This design comes from an exercise in tuning for small area, a short achievable clock period and few clock cycles per item on the open sky130 flow, not from production work.
In this exercise RTL edits were held to simulation tests only and were not proved equivalent to the original.
Power and IR drop assume default switching activity.

$ cat design/flow/design.v
package arb_pkg;
  localparam int CFG_INDEX_W = 2;
  localparam int CFG_DATA_W  = 32;
  localparam int EPS_W       = 32;
  localparam logic [CFG_INDEX_W-1:0] REG_SCALE_X    = 2'd0;
  localparam logic [CFG_INDEX_W-1:0] REG_SCALE_Y    = 2'd1;
  localparam logic [CFG_INDEX_W-1:0] REG_EPSILON_SQ = 2'd2;
  localparam logic ACT_PRESS = 1'b0;
  localparam logic ACT_DRAG  = 1'b1;
  typedef enum logic [1:0] {
    MAC_HOLD,
    MAC_LOAD,
    MAC_ADD,
    MAC_SUB
  } mac_op_t;
  typedef enum logic {
    ITER_SQRT,
    ITER_DIV
  } iter_mode_t;
  typedef struct packed {
    logic       start;
    iter_mode_t mode;
  } iter_ctl_t;
endpackage
import arb_pkg::*;
module arb_mac #(
  parameter int MW = 27
) (
  input  logic                     clk,
  input  arb_pkg::mac_op_t         op,
  input  logic signed [MW-1:0]     a,
  input  logic signed [MW-1:0]     b,
  output logic signed [2*MW+1:0]   acc
);
  logic signed [2*MW-1:0] prod;
  logic signed [2*MW+1:0] prod_x;
  assign prod   = a * b;
  assign prod_x = {{2{prod[2*MW-1]}}, prod};
  always_ff @(posedge clk) begin
    case (op)
      MAC_LOAD: acc <= prod_x;
      MAC_ADD:  acc <= acc + prod_x;
      MAC_SUB:  acc <= acc - prod_x;
      default:  acc <= acc;
    endcase
  end
endmodule
import arb_pkg::*;
module arb_iter #(
  parameter int FRAC_BITS = 16
) (
  input  logic                       clk,
  input  logic                       rst,
  input  arb_pkg::iter_ctl_t         ctl,
  input  logic [2*FRAC_BITS+3:0]     radicand,
  input  logic [2*FRAC_BITS+1:0]     numer,
  input  logic [FRAC_BITS+1:0]       denom,
  output logic                       done,
  output logic [FRAC_BITS+1:0]       res
);
  localparam int QB    = FRAC_BITS + 2;
  localparam int RW    = FRAC_BITS + 5;
  localparam int SW    = 2*FRAC_BITS + 4;
  localparam int NW    = 2*FRAC_BITS + 2;
  localparam int CNT_W = $clog2(QB + 1);
  logic             busy;
  logic [CNT_W-1:0] cnt;
  arb_pkg::iter_mode_t mode_q;
  logic [RW-1:0]    rem;
  logic [SW-1:0]    src;
  logic [QB-1:0]    den_q;
  logic [RW-1:0]    cand;
  logic [RW-1:0]    sub;
  logic             ge;
  always_comb begin
    if (mode_q == ITER_SQRT) begin
      cand = {rem[RW-3:0], src[SW-1:SW-2]};
      sub  = {1'b0, res, 2'b01};
    end else begin
      cand = {rem[RW-2:0], src[SW-1]};
      sub  = {3'b000, den_q};
    end
    ge = (cand >= sub);
  end
  always_ff @(posedge clk) begin
    if (rst) begin
      busy <= 1'b0;
      done <= 1'b0;
      cnt  <= '0;
    end else begin
      done <= 1'b0;
      if (ctl.start) begin
        busy <= 1'b1;
        cnt  <= '0;
      end else if (busy) begin
        cnt <= cnt + 1'b1;
        if (cnt == CNT_W'(QB - 1)) begin
          busy <= 1'b0;
          done <= 1'b1;
        end
      end
    end
  end
  always_ff @(posedge clk) begin
    if (ctl.start) begin
      mode_q <= ctl.mode;
      res    <= '0;
      den_q  <= denom;
      if (ctl.mode == ITER_SQRT) begin
        rem <= '0;
        src <= radicand;
      end else begin
        rem <= {5'b00000, numer[NW-1:QB]};
        src <= {numer[QB-1:0], {(SW-QB){1'b0}}};
      end
    end else if (busy) begin
      rem <= ge ? (cand - sub) : cand;
      res <= {res[QB-2:0], ge};
      if (mode_q == ITER_SQRT) src <= src << 2;
      else                     src <= src << 1;
    end
  end
endmodule
import arb_pkg::*;
module arcball_rotation_quaternion_unit #(
  parameter int COORD_BITS = 12,
  parameter int FRAC_BITS  = 16
) (
  input  logic                   clk,
  input  logic                   rst,
  input  logic                   cfg_we,
  input  logic [CFG_INDEX_W-1:0] cfg_index,
  input  logic [CFG_DATA_W-1:0]  cfg_data,
  input  logic                   pointer_valid,
  output logic                   pointer_ready,
  input  logic                   pointer_action,
  input  logic [COORD_BITS-1:0]  pointer_x,
  input  logic [COORD_BITS-1:0]  pointer_y,
  output logic                   rotation_valid,
  input  logic                   rotation_ready,
  output logic [FRAC_BITS+1:0]   rot_x,
  output logic [FRAC_BITS+1:0]   rot_y,
  output logic [FRAC_BITS+1:0]   rot_z,
  output logic [FRAC_BITS+1:0]   rot_w
);
  localparam int F     = FRAC_BITS;
  localparam int OW    = F + 2;
  localparam int MXW   = F + 3;
  localparam int MW    = (COORD_BITS + 1 > F + 3) ? COORD_BITS + 1 : F + 3;
  localparam int ACC_W = 2*MW + 2;
  localparam int LW    = 2*F + 4;
  localparam int NW    = 2*F + 2;
  localparam int TWO_F = 2*F;
  localparam int CW    = ((TWO_F > 32) ? TWO_F : 32) + 4;
  localparam int SH_L  = (TWO_F < 32) ? 32 - TWO_F : 0;
  localparam int SH_R  = (TWO_F >= 32) ? TWO_F - 32 : 0;
  localparam logic signed [ACC_W-1:0] ONE_A   = ACC_W'(64'd1 << F);
  localparam logic signed [ACC_W-1:0] THREE_A = ACC_W'(64'd3 << F);
  localparam logic signed [MXW-1:0]   TWO_M   = MXW'(64'd2 << F);
  localparam logic [LW-1:0]           ONE2    = LW'(64'd1 << TWO_F);
  localparam logic [OW-1:0]           ONE_O   = OW'(64'd1 << F);
  typedef enum logic [11:0] {
    S_IDLE = 12'b000000000001,
    S_MAPX = 12'b000000000010,
    S_MAPY = 12'b000000000100,
    S_SQ0  = 12'b000000001000,
    S_SQ1  = 12'b000000010000,
    S_SQ2  = 12'b000000100000,
    S_ROOT = 12'b000001000000,
    S_DIVX = 12'b000010000000,
    S_DIVY = 12'b000100000000,
    S_VEC  = 12'b001000000000,
    S_PROD = 12'b010000000000,
    S_FIN  = 12'b100000000000
  } state_t;
  state_t state;
  logic [3:0] step;
  logic [F+1:0]  scale_x;
  logic [F+1:0]  scale_y;
  logic [EPS_W-1:0] epsilon_sq;
  logic                  action;
  logic [COORD_BITS-1:0] px;
  logic [COORD_BITS-1:0] py;
  logic signed [MXW-1:0] mx;
  logic signed [MXW-1:0] my;
  logic [LW-1:0]         len;
  logic                  outside;
  logic [OW-1:0]         rad;
  logic signed [OW-1:0]  vx, vy, vz;
  logic signed [OW-1:0]  sx, sy, sz;
  logic signed [OW-1:0]  cx, cy, cz, dw;
  logic                  ovalid;
  logic signed [OW-1:0]  ox, oy, oz, ow_r;
  arb_pkg::mac_op_t      mop;
  logic signed [MW-1:0]  ma, mb;
  logic signed [ACC_W-1:0] acc;
  arb_pkg::iter_ctl_t    ictl;
  logic [LW-1:0]         radicand;
  logic [NW-1:0]         numer;
  logic [OW-1:0]         denom;
  logic                  idone;
  logic [OW-1:0]         ires;
  logic signed [ACC_W-1:0] mx_diff, my_diff;
  logic signed [MXW-1:0]   mx_c, my_c;
  logic [OW-1:0]           rad_c;
  logic [OW-1:0]           abs_mx, abs_my;
  logic [OW-1:0]           q_c;
  logic signed [OW-1:0]    rnd;
  logic [CW-1:0]           lhs, rhs;
  logic                    degen;
  function automatic logic signed [MW-1:0] ext_v(input logic signed [OW-1:0] v);
    ext_v = {{(MW-OW){v[OW-1]}}, v};
  endfunction
  function automatic logic signed [OW-1:0] round_sat(input logic signed [ACC_W-1:0] v);
    logic [ACC_W-1:0] mag;
    logic [ACC_W-1:0] rr;
    logic [OW-1:0]    lim;
    mag = v[ACC_W-1] ? ACC_W'(-v) : ACC_W'(v);
    rr  = (mag + ACC_W'(64'd1 << (F - 1))) >> F;
    lim = (rr > ACC_W'(ONE_O)) ? ONE_O : rr[OW-1:0];
    round_sat = v[ACC_W-1] ? OW'(-lim) : lim;
  endfunction
  always_comb begin
    mx_diff = acc - ONE_A;
    my_diff = ONE_A - acc;
    mx_c    = (acc > THREE_A) ? TWO_M : mx_diff[MXW-1:0];
    my_c    = (acc > THREE_A) ? -TWO_M : my_diff[MXW-1:0];
    len     = acc[LW-1:0];
    rad_c   = (ires == '0) ? OW'(1) : ires;
    abs_mx  = mx[MXW-1] ? OW'(-mx) : OW'(mx);
    abs_my  = my[MXW-1] ? OW'(-my) : OW'(my);
    q_c     = (ires > ONE_O) ? ONE_O : ires;
    rnd     = round_sat(acc);
    lhs     = CW'(acc[2*F+1:0]) << SH_L;
    rhs     = CW'(epsilon_sq) << SH_R;
    degen   = (lhs <= rhs);
  end
  always_comb begin
    mop        = MAC_HOLD;
    ma         = '0;
    mb         = '0;
    ictl.start = 1'b0;
    ictl.mode  = ITER_SQRT;
    radicand   = (len > ONE2) ? len : ONE2 - len;
    denom      = (state == S_ROOT) ? rad_c : rad;
    numer      = (state == S_ROOT)
               ? ((NW'(abs_mx) << F) + NW'(rad_c >> 1))
               : ((NW'(abs_my) << F) + NW'(rad >> 1));
    case (state)
      S_MAPX: begin
        mop = MAC_LOAD;
        ma  = MW'({1'b0, px});
        mb  = MW'({1'b0, scale_x});
      end
      S_MAPY: begin
        mop = MAC_LOAD;
        ma  = MW'({1'b0, py});
        mb  = MW'({1'b0, scale_y});
      end
      S_SQ0: begin
        mop = MAC_LOAD;
        ma  = {{(MW-MXW){mx[MXW-1]}}, mx};
        mb  = {{(MW-MXW){mx[MXW-1]}}, mx};
      end
      S_SQ1: begin
        mop = MAC_ADD;
        ma  = {{(MW-MXW){my[MXW-1]}}, my};
        mb  = {{(MW-MXW){my[MXW-1]}}, my};
      end
      S_SQ2: begin
        ictl.start = 1'b1;
        ictl.mode  = ITER_SQRT;
      end
      S_ROOT: begin
        ictl.start = idone && outside;
        ictl.mode  = ITER_DIV;
      end
      S_DIVX: begin
        ictl.start = idone;
        ictl.mode  = ITER_DIV;
      end
      S_PROD: begin
        case (step)
          4'd0:  begin mop = MAC_LOAD; ma = ext_v(sy); mb = ext_v(vz); end
          4'd1:  begin mop = MAC_SUB;  ma = ext_v(sz); mb = ext_v(vy); end
          4'd2:  begin mop = MAC_LOAD; ma = ext_v(sz); mb = ext_v(vx); end
          4'd3:  begin mop = MAC_SUB;  ma = ext_v(sx); mb = ext_v(vz); end
          4'd4:  begin mop = MAC_LOAD; ma = ext_v(sx); mb = ext_v(vy); end
          4'd5:  begin mop = MAC_SUB;  ma = ext_v(sy); mb = ext_v(vx); end
          4'd6:  begin mop = MAC_LOAD; ma = ext_v(sx); mb = ext_v(vx); end
          4'd7:  begin mop = MAC_ADD;  ma = ext_v(sy); mb = ext_v(vy); end
          4'd8:  begin mop = MAC_ADD;  ma = ext_v(sz); mb = ext_v(vz); end
          4'd9:  begin mop = MAC_LOAD; ma = ext_v(cx); mb = ext_v(cx); end
          4'd10: begin mop = MAC_ADD;  ma = ext_v(cy); mb = ext_v(cy); end
          4'd11: begin mop = MAC_ADD;  ma = ext_v(cz); mb = ext_v(cz); end
          default: mop = MAC_HOLD;
        endcase
      end
      default: mop = MAC_HOLD;
    endcase
  end
  arb_mac #(.MW(MW)) u_mac (
    .clk (clk),
    .op  (mop),
    .a   (ma),
    .b   (mb),
    .acc (acc)
  );
  arb_iter #(.FRAC_BITS(F)) u_iter (
    .clk      (clk),
    .rst      (rst),
    .ctl      (ictl),
    .radicand (radicand),
    .numer    (numer),
    .denom    (denom),
    .done     (idone),
    .res      (ires)
  );
  assign pointer_ready  = (state == S_IDLE);
  assign rotation_valid = ovalid;
  assign rot_x = ox;
  assign rot_y = oy;
  assign rot_z = oz;
  assign rot_w = ow_r;
  always_ff @(posedge clk) begin
    if (rst) begin
      scale_x    <= (F+2)'(256);
      scale_y    <= (F+2)'(256);
      epsilon_sq <= EPS_W'(1);
      state      <= S_IDLE;
      step       <= '0;
      ovalid     <= 1'b0;
      sx         <= '0;
      sy         <= '0;
      sz         <= '0;
    end else begin
      if (cfg_we) begin
        case (cfg_index)
          REG_SCALE_X:    scale_x    <= cfg_data[F+1:0];
          REG_SCALE_Y:    scale_y    <= cfg_data[F+1:0];
          REG_EPSILON_SQ: epsilon_sq <= cfg_data[EPS_W-1:0];
          default: ;
        endcase
      end
      if (ovalid && rotation_ready) ovalid <= 1'b0;
      case (state)
        S_IDLE: if (pointer_valid) state <= S_MAPX;
        S_MAPX: state <= S_MAPY;
        S_MAPY: state <= S_SQ0;
        S_SQ0:  state <= S_SQ1;
        S_SQ1:  state <= S_SQ2;
        S_SQ2:  state <= S_ROOT;
        S_ROOT: if (idone) state <= outside ? S_DIVX : S_VEC;
        S_DIVX: if (idone) state <= S_DIVY;
        S_DIVY: if (idone) state <= S_VEC;
        S_VEC: begin
          step <= '0;
          if (action == ACT_PRESS) begin
            sx    <= vx;
            sy    <= vy;
            sz    <= vz;
            state <= S_IDLE;
          end else begin
            state <= S_PROD;
          end
        end
        S_PROD: begin
          step <= step + 1'b1;
          if (step == 4'd12) state <= S_FIN;
        end
        S_FIN: begin
          if (!ovalid || rotation_ready) begin
            ovalid <= 1'b1;
            state  <= S_IDLE;
          end
        end
        default: state <= S_IDLE;
      endcase
    end
  end
  always_ff @(posedge clk) begin
    case (state)
      S_IDLE: begin
        action <= pointer_action;
        px     <= pointer_x;
        py     <= pointer_y;
      end
      S_MAPY: mx <= mx_c;
      S_SQ0:  my <= my_c;
      S_SQ2:  outside <= (len > ONE2);
      S_ROOT: begin
        if (idone) begin
          rad <= rad_c;
          if (!outside) begin
            vx <= OW'(mx);
            vy <= OW'(my);
            vz <= ires;
          end
        end
      end
      S_DIVX: if (idone) vx <= mx[MXW-1] ? OW'(-q_c) : q_c;
      S_DIVY: begin
        if (idone) begin
          vy <= my[MXW-1] ? OW'(-q_c) : q_c;
          vz <= '0;
        end
      end
      S_PROD: begin
        case (step)
          4'd2:  cx <= rnd;
          4'd4:  cy <= rnd;
          4'd6:  cz <= rnd;
          4'd9:  dw <= rnd;
          4'd12: begin
            if (degen) begin
              cx <= '0;
              cy <= '0;
              cz <= '0;
              dw <= ONE_O;
            end
          end
          default: ;
        endcase
      end
      S_FIN: begin
        if (!ovalid || rotation_ready) begin
          ox   <= cx;
          oy   <= cy;
          oz   <= cz;
          ow_r <= dw;
        end
      end
      default: ;
    endcase
  end
endmodule
$ cat design/flow/run.sh
#!/bin/bash
# synth_recipe.tcl (not shown) runs the flow's synth.tcl, then flattens the netlist and writes it again
# the make line also repeats each setting of config.mk as NAME=value (left out here)
make -C /OpenROAD-flow-scripts/flow DESIGN_CONFIG=/design/flow/config.mk WORK_HOME=/design/flow/orfs CLKGATE_MAP_FILE= SYNTH_SCRIPT=/design/flow/synth_recipe.tcl finish
$ cat design/flow/config.mk
export PLATFORM = sky130hd
export DESIGN_NAME = arcball_rotation_quaternion_unit
export DESIGN_NICKNAME = arcball_rotation_quaternion_unit
export VERILOG_FILES = /design/flow/design.v
export SDC_FILE = /design/flow/constraint.sdc
export NUM_CORES = 4
export LEC_CHECK = 0
export CAP_MARGIN = 20
export CORE_MARGIN = 2
export CORE_UTILIZATION = 40
export SLEW_MARGIN = 20
$ cat design/flow/constraint.sdc
create_clock -name core_clock -period 12.5 [get_ports {clk}]
set_input_delay 2.5000 -clock core_clock [delete_from_list [all_inputs] [get_ports {clk}]]
set_output_delay 2.5000 -clock core_clock [all_outputs]
set_load 0.01 [all_outputs]
==> results.toml <==
[run_status]
status = "timing/DRC/antenna clean"

[routing]
drc = 0
drt_iter0_drc = 3611
via_per_inst = 5.65
wl_per_cell_um = 23.3
firstDrtPassIters = 7
vias = 38500
routed_wl_mm = 159
drt.antenna.violating_nets = 0

[global_routing]
antenna_found_initial = 2
grt_pass1_vias = 37100
grt_overflow = 0
grt_max_degree = 81
track_usage = 0.266
grt_pass1_wl_mm = 237

[synthesis]
yosys-top-cells-count = "nand2_1, inv_1, edfxtp_1, nor2_1, fa_1"
synth_top_area_frac = 0.255
async_reset_ff_frac = 0
synth_seq_cells = 559
syn_nets = 5690
ys_seq_area_frac = 0.326
yosys_warnings = 3
synth_top_area_cell = "edfxtp_1"
ys_top_cells_by_area = "edfxtp_1, fa_1, dfxtp_1"
synth_ff_type = "edfxtp_1"
synth_cells = 5030
avgSynthCellArea_um2 = 9.24
synth_edf_count = 395
yosysMostFrequentCell = "nand2_1"
netlist_area_mm2 = 0.0465
synth_cell_types = 107

[setup_path]
reg2reg_from = "step[0]$_SDFFE_PP0P_"
reg2reg_depth = 43
worstSetupEndpointType = "flip-flop"
worst-path-max-fanout = 17
reg2reg_to = "u_mac.acc[39]$_DFFE_PP_"
slowest_stage = "fa_1"
crit_type = "flip-flop to flip-flop"
rrSetupSlack_ps = 560
worstPathArrival_ps = 12390
critPathMaxStageDelay_ps = 600
cp-start-kind = "flip-flop"
startpoint = "step[0]$_SDFFE_PP0P_"
worstPathRequired_ps = 12950

[die]
core_mm2 = 0.116
dieHeight_um = 345
initial_core_util = 0.401
die_area_mm2 = 0.119
die_w_um = 345
core.rowCount = 125
io_pins = 138

[finish]
final_cell_count_no_fill = 6814
multi_input_area_mm2 = 0.0287
area_delta_synth_final_pct = 15.4
ff_latch_area_mm2 = 0.0151
utilization = 0.463
drive_gt1_frac = 0.109
diodes = 0
filler_cell_count = 11200
fin_area_mm2 = 0.0536
finalNetCount = 5894

[clocking]
clk_path_buf_depth = 3
numCtsBuffers = 68
clk_pin_slew_worst_paths_ps = 60
cts_tree = "yes"
cts_sinks = 559
cts.root.buffer_cell = "clkbuf_16"
cts.htree.levels = 3
insertion_delay_ps = 650

[timing]
slew_viol_final = 0
finalCritPeriodShare = 0.955
finalClockSkew_ps = 31.2
setup_viol = 0
fin_crit_ps = 11940
worst_pin_slew_ps = 1200
finalHoldViolCount = 0
fmax_ghz = 0.0838
whs_ps = 417
timing.final.ws_setup_ps = 563
final.setup.tns_ps = 0
max_slew_margin = 0.193

[worst_hold_path]
hold_start = "dw[1]$_SDFFCE_PP0P_"
hold_path_depth = 0
min_to = "ow_r[1]$_DFFE_PP_"
hp-class = "flip-flop to flip-flop"

[place]
pre_cts_ws_ps = -224
gp_congestion = 0.966
numPortBuffers = 137
hpwlAfterDp_mm = 124
placed_area_mm2 = 0.0509
placed_cells = 6678

[power]
power.leakage_nw = 22.1
power_frac_comb = 0.118
finalPower_mw = 4.67
peakVddDrop_mv = 0.0878
p_sw_mw = 1.22
power_frac_clock = 0.447
p_sw_frac = 0.260
p_per_area_mw_per_mm2 = 87.2
internal_power_mw = 3.46
seq_power_share = 0.436

[flow_run]
cap_violations = 0
## power by group through the flow
stage	Clock, mW	Sequential (mW)	Combinational [mW]
2_1_floorplan	0	2.06	0.335
4_1_cts	2.12	2.04	0.535
6_report	2.09	2.04	0.550
3_5_place_dp	0	2.08	0.532
3_3_place_gp	0	2.08	0.530
5_1_grt	2.19	2.04	0.597
## cell usage in the layout, fill, tap and decap left out, types with 27 or more instances in the layout
master / instances
and3_1: 28
o31ai_1: 33
mux2_2: 43
nor2_1: 379
a21oi_1: 315
nor2b_1: 43
nand2b_1: 64
nand2_1: 707
o22ai_1: 27
clkdlybuf4s50_1: 136
mux2i_1: 92
o21ai_0: 178
inv_1: 518
nand4_1: 37
nand3_1: 103
xor2_1: 136
and2_1: 35
xnor2_1: 162
clkbuf_16: 70
buf_4: 274
a21o_1: 43
or3_1: 29
edfxtp_1: 395
fa_1: 371
a22oi_1: 58
nor3_1: 75
dfxtp_1: 164
ha_1: 222
a222oi_1: 32
## final cells by class
class / count / area share
Multi-Input combinational cell: 3666 / 0.534
Clock buffer: 88 / 0.0347
Sequential cell: 559 / 0.282
Inverter: 521 / 0.0365
Tap cell: 1524 / 0.0356
Timing Repair Buffer: 418 / 0.0670
Clock inverter: 38 / 0.00931
## cells by family (layout without fill, tap and decap cells)
logic type / count (synthesis) / in the layout / synth area share
and+or+nand+nor: 1683 / 1683 / 0.168
AOI/OAI and AO/OA: 952 / 952 / 0.132
buffers and inverters: 805 / 1065 / 0.0658
adders and majority gates: 596 / 596 / 0.221
DFF: 559 / 559 / 0.326
xor gates and xnor gates: 300 / 300 / 0.0569
muxes: 135 / 135 / 0.0302
## layer usage
metal	track usage	vias to the layer above	wire, µm
li1	-	17600	-
met1	0.358	19000	66000
met2	0.427	1527	73500
met3	0.0423	298	11800
met4	0.113	0	7270
met5	0	-	0
## how the worst max path moves through the flow
stage / end / slack (ps)
after floorplan: u_mac.acc[39]$_DFFE_PP_ / 380
after global placement: u_mac.acc[32]$_DFFE_PP_ / -210
after detailed placement: u_mac.acc[39]$_DFFE_PP_ / -220
after CTS: u_mac.acc[39]$_DFFE_PP_ / 40
after global routing: u_mac.acc[39]$_DFFE_PP_ / -40
final: u_mac.acc[39]$_DFFE_PP_ / 560
## state kept, by name, indices dropped and copies added, names as in the netlist, 19 cells and up
name	cells
epsilon_sq	32
mx	19
my	19
u_iter.rem	20
u_iter.src	36
u_mac.acc	40
## critical path: cells and delay by family, from the launching register on
| family | cells | cell delay [ps] |
|---|---|---|
| adder cells (fa/ha/maj) | 10 | 4080 |
| AND/OR/NAND/NOR | 14 | 2940 |
| AO/OA/AOI/OAI | 9 | 2800 |
| buffers and inverters | 8 | 1190 |
| flip-flops | 1 | 440 |
| XOR/XNOR | 2 | 290 |
## what timing repair did
| item | in CTS | in global routing |
|---|---|---|
| hold buffers | 0 | 0 |
| pin swaps | 0 | 8 |
| resized for setup | 1 | 68 |
| endpoints found under the setup margin | 4 | 12 |
| buffers inserted | 0 | 9 |
Testbench counts, summed over its fixed seeds: cycles 136,962, items 2,880.

-- what the ideal ports hide --
No port has a modelled driver above. Below, the same layout with a new extraction and two added sets of constraints. Step 1 (the two cells are an assumption about what drives the block):
set clk [get_ports {clk}]
set_driving_cell -lib_cell sky130_fd_sc_hd__clkbuf_16 $clk
set_driving_cell -lib_cell sky130_fd_sc_hd__buf_2 [delete_from_list [all_inputs] $clk]
Step 2, shift: input delay + t, output delay - t, t = (earliest + latest rising clock arrival at the registers) / 2. This alone moves slack from input paths to output paths. Three values: no drivers, after step 1, after step 2; two values: the first two.
t (ns): 0.710
setup slack, ns: 0.563 / 0.563 / 0.563
worst setup path at the end: register to register
worst slew at a driven data input, ns: 0.05
cell pins on the clock port's net: 1
After both steps this run still meets setup and hold. For this run, drivers alone change the setup slack by 0.000 ns; drivers and shift together by 0.000 ns.
